What follows belongs to an exercise in optimizing a design on an open flow for small area and few clock cycles; a production flow would make more cautious choices.
Function was checked by simulation only, so behaviour that the tests miss may differ from the original.

== old ==
## conv_top
module conv_top (
	input  logic                  clk,
	input  logic                  rst,
	input  logic                  coef_valid,
	output logic                  coef_ready,
	input  logic [16-1:0]  coef_data,
	input  logic                  pix_valid,
	output logic                  pix_ready,
	input  logic [8-1:0]      pix_data,
	output logic                  out_valid,
	input  logic                  out_ready,
	output logic [2-1:0][20-1:0]     out_data,
	output logic [$clog2(8)-1:0]        out_row,
	output logic [$clog2(8)-1:0]        out_col,
	output logic                  frame_done
);
For scale: about 3,500 cells after synthesis, ~480 flip-flops, roughly 79 I/O pins, roughly 0.040 mm² of cells after synthesis.
Settings: LEC_CHECK=0, ABC_AREA=1, CAP_MARGIN=20, CORE_MARGIN=2, CORE_UTILIZATION=50, CTS_BUF_LIST=sky130_fd_sc_hd__clkbuf_16, CTS_CLUSTER_DIAMETER=80, CTS_CLUSTER_SIZE=20, SLEW_MARGIN=20; clock period 7.0 ns.
run.sh (not shown) runs the stock make flow with config.mk's settings and CLKGATE_MAP_FILE= SYNTH_SCRIPT=/design/flow/synth_recipe.tcl, a recipe that flattens the netlist after the stock synthesis.
Testbench counts of old, summed over its fixed seeds: cycles 3,240.
diff inputs: old => new
--- a/flow/config.mk
+++ b/flow/config.mk
@@ -7,5 +7,5 @@
 export LEC_CHECK = 0
 export ABC_AREA = 1
-export CAP_MARGIN = 20
+export CAP_MARGIN = 5
 export CORE_MARGIN = 2
 export CORE_UTILIZATION = 50
@@ -13,3 +13,3 @@
 export CTS_CLUSTER_DIAMETER = 80
 export CTS_CLUSTER_SIZE = 20
-export SLEW_MARGIN = 20
+export SLEW_MARGIN = 5
The wire length reported by the detailed router was comparable across old and new.
new vs. old: initial standard-cell utilization of the core stayed essentially flat; growth of design area from synthesis to finish fell by 0.17 points; clock buffer instance count of the final layout fell by 2; setup slack fell by 0.038 ns.
Per the comparison of new with old, synthesized cell count essentially unchanged; cell area reported after detailed placement essentially unchanged; maximum clock rate decreased 0.80 MHz.
Looking at old and new, the sequential share of layout area is a wash.
Delta (new minus old): logic depth of the worst register-to-register path dropped 1.

========
conv_top, a different RTL version from the one above (not shown whole).
Size: roughly 3500 cells after synthesis, roughly 470 flip-flops, about 79 I/O pins.
==> flow/design.v (excerpt) <==
module conv_top (
	input  logic                  clk,
	input  logic                  rst,
	input  logic                  coef_valid,
	output logic                  coef_ready,
	input  logic [16-1:0]  coef_data,
	input  logic                  pix_valid,
	output logic                  pix_ready,
	input  logic [8-1:0]      pix_data,
	output logic                  out_valid,
	input  logic                  out_ready,
	output logic [2-1:0][20-1:0]     out_data,
	output logic [$clog2(8)-1:0]        out_row,
	output logic [$clog2(8)-1:0]        out_col,
	output logic                  frame_done
);
	localparam int NW = 2 * 9;
	localparam int NS = 2 * 8 + 2;
	logic [4:0] coef_cnt;
	logic coef_loaded;
	logic coef_acc;
	logic [NW-1:0][8-1:0] wq;
	logic [2-1:0][16-1:0] bq;
	assign coef_loaded = (coef_cnt == 5'd20);
	assign coef_ready = !coef_loaded;
	assign coef_acc = coef_valid && coef_ready;
	always_ff @(posedge clk or posedge rst)
	begin
		if (rst)
			coef_cnt <= '0;
		else if (coef_acc)
			coef_cnt <= coef_cnt + 1'b1;
	end
	logic [7:0][8:0] pq;
	logic pair_acc;
  ...
Settings: LEC_CHECK=0, ABC_AREA=1, CAP_MARGIN=20, CORE_MARGIN=2, CORE_UTILIZATION=50, CTS_BUF_LIST=sky130_fd_sc_hd__clkbuf_16, CTS_CLUSTER_DIAMETER=80, CTS_CLUSTER_SIZE=20, SLEW_MARGIN=20; clock period 7.0 ns.
Testbench counts at the start, summed over its fixed seeds: cycles 3,240.
Rerun with:
CTS_CLUSTER_DIAMETER = 110   (was 80)
CTS_CLUSTER_SIZE = 25   (was 20)
Clock-buffer cell count came out lower by 15.
Worst setup slack is better by 39 ps.
Non-clock buffer count stays the same.
Rerun with:
CORE_UTILIZATION = 55   (was 50)
CTS_CLUSTER_DIAMETER = 95   (was 110)
CTS_CLUSTER_SIZE = 22   (was 25)
The new run finished with timing, DRC and antenna clean.
Non-clock buffer count drops by 30.
Die area drops by 9.0%.
Area after synthesis stays the same.
Routed wire length went down by 3.6%.
Worst setup slack loses 98 ps.
Via count stays flat.
Cell count shrinks by 2.5%.
Register-to-register slack degrades by 80 ps.
Design area fell by 0.36%.
Flip-flop and latch count does not change.
Rerun with:
CTS_CLUSTER_DIAMETER = 110   (was 95)
CTS_CLUSTER_SIZE = 25   (was 22)
- The new run finished with timing, DRC and antenna clean
- utilization went down by 0.44 points
- setup slack got worse by 45 ps
- final cell count decreases by about 0.36%
- die area stays the same
- flip-flop and latch count stays the same
- cell area came out lower by 0.74%

what the ideal ports hide:
How much do the figures lean on ideal ports? The routed layouts below were timed once more, with nothing changed but the port constraints.
Step 1, drivers: a clkbuf_16 drives clk and a buf_2 each remaining input, both assumed.
Step 2 also shifts input and output timing later by t, the mid clock arrival at the registers, as if the neighbouring blocks saw the same clock.
Slacks: no drivers / after step 1 / after step 2; pairs: no drivers / after step 1.
| run | shift t [ns] | setup WS [ns] | cell pins on the clock port's net |
|---|---|---|---|
| old | 0.681 | 0.160 / 0.087 / 0.220 | 1 |
| new | 0.684 | 0.123 / 0.052 / 0.135 | 1 |
| the first run of note 2 | 0.702 | 0.256 / 0.180 / 0.305 | 1 |
| the second run of note 2 | 0.741 | 0.295 / 0.221 / 0.285 | 1 |
| the third run of note 2 | 0.678 | 0.197 / 0.125 / 0.228 | 1 |
| the fourth run of note 2 | 0.729 | 0.152 / 0.083 / 0.182 | 1 |
After both steps setup and hold are still met in every run listed. For the second run of note 2, which loses most, drivers alone change the setup slack by -0.074 ns; drivers and shift together by -0.010 ns.
